Source: an optimization exercise on an open RTL-to-GDS flow (aim: small area, a short achievable clock period and few clock cycles per item). Production flows keep margins and buffers that such runs may drop.
In this exercise RTL edits were held to simulation tests only and were not proved equivalent to the original.

==> module bsort_engine, before the edit <==
module bsort_engine
#(
    parameter int DEPTH  = 32,
    parameter int DATA_W = 24,
    parameter int IDX_W  = $clog2(DEPTH)
) (
    input  logic              clk,
    input  logic              reset_n,
    input  logic              load,
    input  logic [DATA_W-1:0] in,
    input  logic [1:0]        key_sel,
    input  logic              descend,
    output logic              busy,
    output logic              out_valid,
    input  logic              out_ready,
    output logic [IDX_W-1:0]  image_out_index,
    output logic [DATA_W-1:0] out_data,
    output logic [1:0]        color_index,
    output logic              done
);
    localparam int               NRUN     = 4;
    localparam int               RUN_W    = $clog2(NRUN);
    localparam int               RUN_N    = DEPTH / NRUN;
    localparam int               POS_W    = IDX_W - RUN_W;       
    localparam int               CH_W     = DATA_W / 3;
    localparam int               ENT_W    = DATA_W + POS_W;
    localparam logic [IDX_W-1:0] LAST_IDX = IDX_W'(DEPTH - 1);
    logic              busy_q;
    logic [IDX_W-1:0]  ld_cnt_q;      
    logic              ins_q;         
    logic              prime_q;       
    logic              out_valid_q;
    logic              last_q;        
    logic [POS_W:0]    tk_cnt_q [NRUN];    
    logic [1:0]        key_sel_q;
    logic              descend_q;
    logic [ENT_W-1:0]        new_q;   
    logic [DATA_W+IDX_W-1:0] out_q;   
    logic [ENT_W-1:0]  ent_q [DEPTH];
    logic              accept;
    logic              pop;
    logic              fetch;
    logic              last_pop;
    logic              desc_now;
    logic [POS_W-1:0]  run_n;
    logic [NRUN-1:0]   run_ok;
    logic [NRUN-1:0]   take;
    logic [NRUN-1:0]   run_left;      
    logic [ENT_W-1:0]  head [NRUN];
    assign accept   = load && !busy_q;
    assign pop      = out_valid_q && out_ready;
    assign run_n    = new_q[POS_W-1:0];    
    assign desc_now = (ld_cnt_q == '0) ? descend : descend_q;
    assign last_pop = out_ready && last_q;    
    assign fetch    = prime_q || (pop && !last_pop);
    for (genvar r = 0; r < NRUN; r++) begin : g_run
        assign head[r]   = ent_q[DEPTH - 1 - r * RUN_N];
        assign run_ok[r] = !tk_cnt_q[r][POS_W];
        assign run_left[r] = run_ok[r] && !(take[r] && (tk_cnt_q[r][POS_W-1:0] == '1));
    end
    logic beats [NRUN][NRUN];
    for (genvar a = 0; a < NRUN; a++) begin : g_pa
        for (genvar b = a + 1; b < NRUN; b++) begin : g_pb
            logic gt;
            bsort_cas #(.DATA_W(DATA_W)) u_hc (
                .a_pix_i   (head[a][ENT_W-1 -: DATA_W]),
                .b_pix_i   (head[b][ENT_W-1 -: DATA_W]),
                .key_sel_i (key_sel_q),
                .gt_o      (gt)
            );
            assign beats[a][b] = !gt;
            assign beats[b][a] = gt;
        end
    end
    for (genvar a = 0; a < NRUN; a++) begin : g_win
        logic [NRUN-1:0] ok;
        for (genvar b = 0; b < NRUN; b++) begin : g_b
            if (a == b) begin : g_self
                assign ok[b] = run_ok[a];
            end else begin : g_other
                assign ok[b] = !run_ok[b] || beats[a][b];
            end
        end
        assign take[a] = fetch && (&ok);
    end
    always_ff @(posedge clk or negedge reset_n) begin
        if (!reset_n) begin
            busy_q      <= 1'b0;
            ld_cnt_q    <= '0;
            ins_q       <= 1'b0;
            prime_q     <= 1'b0;
            out_valid_q <= 1'b0;
            last_q      <= 1'b0;
            key_sel_q   <= bsort_pkg::KEY_FULL;
            descend_q   <= 1'b0;
            for (int r = 0; r < NRUN; r++) tk_cnt_q[r] <= '0;
        end else begin
            ins_q   <= accept;
            prime_q <= ins_q && busy_q;            
            if (accept) begin
                ld_cnt_q <= ld_cnt_q + 1'b1;
                if (ld_cnt_q == '0) begin
                    key_sel_q <= key_sel;
                    descend_q <= descend;
                end
                if (ld_cnt_q == LAST_IDX) busy_q <= 1'b1;
            end
            if (prime_q) out_valid_q <= 1'b1;
            for (int r = 0; r < NRUN; r++) begin
                if (take[r]) tk_cnt_q[r] <= tk_cnt_q[r] + 1'b1;
            end
            if (fetch) last_q <= (run_left == '0);
            if (last_pop) begin
                out_valid_q <= 1'b0;
                last_q      <= 1'b0;
                busy_q      <= 1'b0;
                for (int r = 0; r < NRUN; r++) tk_cnt_q[r] <= '0;
            end
        end
    end
    always_ff @(posedge clk) begin
        new_q <= {in ^ {DATA_W{desc_now}}, ld_cnt_q[POS_W-1:0]};    
    end
    logic [ENT_W-1:0] win;
    logic [RUN_W-1:0] win_run;
    always_comb begin
        win     = '0;
        win_run = '0;
        for (int r = 0; r < NRUN; r++) begin
            win     = win | (head[r] & {ENT_W{take[r]}});
            win_run = win_run | (RUN_W'(r) & {RUN_W{take[r]}});
        end
    end
    always_ff @(posedge clk) begin
        if (fetch) out_q <= {win[ENT_W-1 -: DATA_W] ^ {DATA_W{descend_q}}, win_run, win[POS_W-1:0]};
    end
    logic [RUN_N-1:0] shift;
    for (genvar i = 0; i < RUN_N; i++) begin : g_cmp
        logic gt;
        bsort_cas #(.DATA_W(DATA_W)) u_cas (
            .a_pix_i   (ent_q[i][ENT_W-1 -: DATA_W]),
            .b_pix_i   (new_q[ENT_W-1 -: DATA_W]),
            .key_sel_i (key_sel_q),
            .gt_o      (gt)
        );
        assign shift[i] = (POS_W'(i) >= run_n) || !gt;
    end
    for (genvar i = 0; i < RUN_N; i++) begin : g_act
        logic             sel_new, sel_prev, sel_hold;
        logic [ENT_W-1:0] prev;
        if (i == 0) begin : g_first
            assign sel_new  = ins_q && shift[0];
            assign sel_prev = 1'b0;
            assign prev     = '0;
        end else begin : g_rest
            assign sel_new  = ins_q && shift[i] && !shift[i-1];
            assign sel_prev = (ins_q && shift[i-1]) || take[NRUN-1];
            assign prev     = ent_q[i-1];
        end
        assign sel_hold = !(sel_new || sel_prev);
        always_ff @(posedge clk) begin
            ent_q[i] <= ({ENT_W{sel_hold}} & ent_q[i])
                      | ({ENT_W{sel_new}}  & new_q)
                      | ({ENT_W{sel_prev}} & prev);
        end
    end
    for (genvar i = RUN_N; i < DEPTH; i++) begin : g_up
        localparam int R = NRUN - 1 - i / RUN_N;    
        logic sel_prev;
        if (i % RUN_N == 0) begin : g_bottom
            assign sel_prev = ins_q;
        end else begin : g_inner
            assign sel_prev = ins_q || take[R];
        end
        always_ff @(posedge clk) begin
            if (sel_prev) ent_q[i] <= ent_q[i-1];
        end
    end
    logic [DATA_W-1:0] out_pix;
    assign out_pix = out_q[DATA_W+IDX_W-1 -: DATA_W] & {DATA_W{out_valid_q}};
    assign busy            = busy_q;
    assign out_valid       = out_valid_q;
    assign out_data        = out_pix;
    assign image_out_index = out_q[IDX_W-1:0] & {IDX_W{out_valid_q}};
    assign color_index     = (key_sel_q == bsort_pkg::KEY_G) ? out_pix[2*CH_W-1 -: 2] :
                             (key_sel_q == bsort_pkg::KEY_B) ? out_pix[CH_W-1 -: 2] :
                                                               out_pix[DATA_W-1 -: 2];
    assign done            = last_pop;
endmodule
export LEC_CHECK = 0
export CAP_MARGIN = 20
export CORE_MARGIN = 2
export CORE_UTILIZATION = 70
export PLACE_DENSITY = 0.76
export SLEW_MARGIN = 20
create_clock -name core_clock -period 10.0 [get_ports {clk}]
standard.sh (not shown) runs the stock make flow with config.mk's settings and CLKGATE_MAP_FILE= SYNTH_SCRIPT=/design/flow/synth_recipe.tcl, a recipe that flattens the netlist after the stock synthesis.
==> flow/flow/run.sh <==
#!/bin/bash
set -euo pipefail
CTS="-sink_clustering_enable -repair_clock_nets -dont_use_dummy_load -sink_clustering_size 16 -sink_clustering_max_diameter 50 -buf_list sky130_fd_sc_hd__clkbuf_8"
bash standard.sh "CTS_ARGS=$CTS" "BUFFER_PORTS_ARGS=-inputs -outputs -buffer_cell sky130_fd_sc_hd__buf_1" SETUP_SLACK_MARGIN=5.7 finish > make_finish.log 2>&1
Testbench counts at the start, summed over its fixed seeds: cycles 12,672, images 192.
Change:
--- a/flow/design.v
+++ b/flow/design.v
@@ -167,6 +167,8 @@
         end
     end
-    always_ff @(posedge clk) begin
-        if (fetch) out_q <= {win[ENT_W-1 -: DATA_W] ^ {DATA_W{descend_q}}, win_run, win[POS_W-1:0]};
+    always_ff @(posedge clk or negedge reset_n) begin
+        if (!reset_n)      out_q <= '0;
+        else if (fetch)    out_q <= {win[ENT_W-1 -: DATA_W] ^ {DATA_W{descend_q}}, win_run, win[POS_W-1:0]};
+        else if (last_pop) out_q <= '0;
     end
     logic [RUN_N-1:0] shift;
@@ -213,9 +215,9 @@
     end
     logic [DATA_W-1:0] out_pix;
-    assign out_pix = out_q[DATA_W+IDX_W-1 -: DATA_W] & {DATA_W{out_valid_q}};
+    assign out_pix = out_q[DATA_W+IDX_W-1 -: DATA_W];
     assign busy            = busy_q;
     assign out_valid       = out_valid_q;
     assign out_data        = out_pix;
-    assign image_out_index = out_q[IDX_W-1:0] & {IDX_W{out_valid_q}};
+    assign image_out_index = out_q[IDX_W-1:0];
     assign color_index     = (key_sel_q == bsort_pkg::KEY_G) ? out_pix[2*CH_W-1 -: 2] :
                              (key_sel_q == bsort_pkg::KEY_B) ? out_pix[CH_W-1 -: 2] :
Effect: Die area goes up by 0.89%. Final area is about the same. Synthesized cell count is higher by 4.8%. Hold slack gets better by 0.0090 ns. Global-route usage shrinks by 0.12 points. Maximum frequency is higher by 2.6%. Via count increases by 3.5%. Clock skew came out lower by 0.0071 ns. Sequential share of layout area is lower by 0.34 points. Non-clock buffer count decreases by 30. Wire length came out higher by 0.76%. Critical path depth is lower by 1. Count of clock-buffer cells in the layout decreases by 3.
Testbench counts after the change, summed over its fixed seeds: cycles 12,672, images 192.

[re-timing with driven ports]
The flow's constraints put no driver on any port. The routed layouts listed below were extracted and timed again, unchanged, in two steps.
Step 1 sets driving cells, clkbuf_16 on the clock port and buf_2 on the other inputs (assumed; they add their load-dependent delay and slew).
Step 2 times the ports against the registers' clock, not the clock port: input delays grow and output delays shrink by t, the midpoint of the rising clock arrivals with the driver on.
Three values: ideal, step 1, step 2; two values: the first two.
run | t (ns) | slack for setup (ns) | worst hold slack (ns) | worst register clock-pin slew, ns | worst data-port slew with drivers (ns)
the first run | 0.725 | 5.521 / 5.444 / 5.444 | 0.360 / 0.360 / 0.360 | 0.10 / 0.10 | 0.11
the second run | 0.717 | 5.632 / 5.550 / 5.455 | 0.369 / 0.369 / 0.369 | 0.11 / 0.11 | 0.10
After both steps setup and hold are still met in every run listed. The setup slack of the second run, which loses most, moves by -0.082 ns with the drivers and by -0.177 ns with both steps.
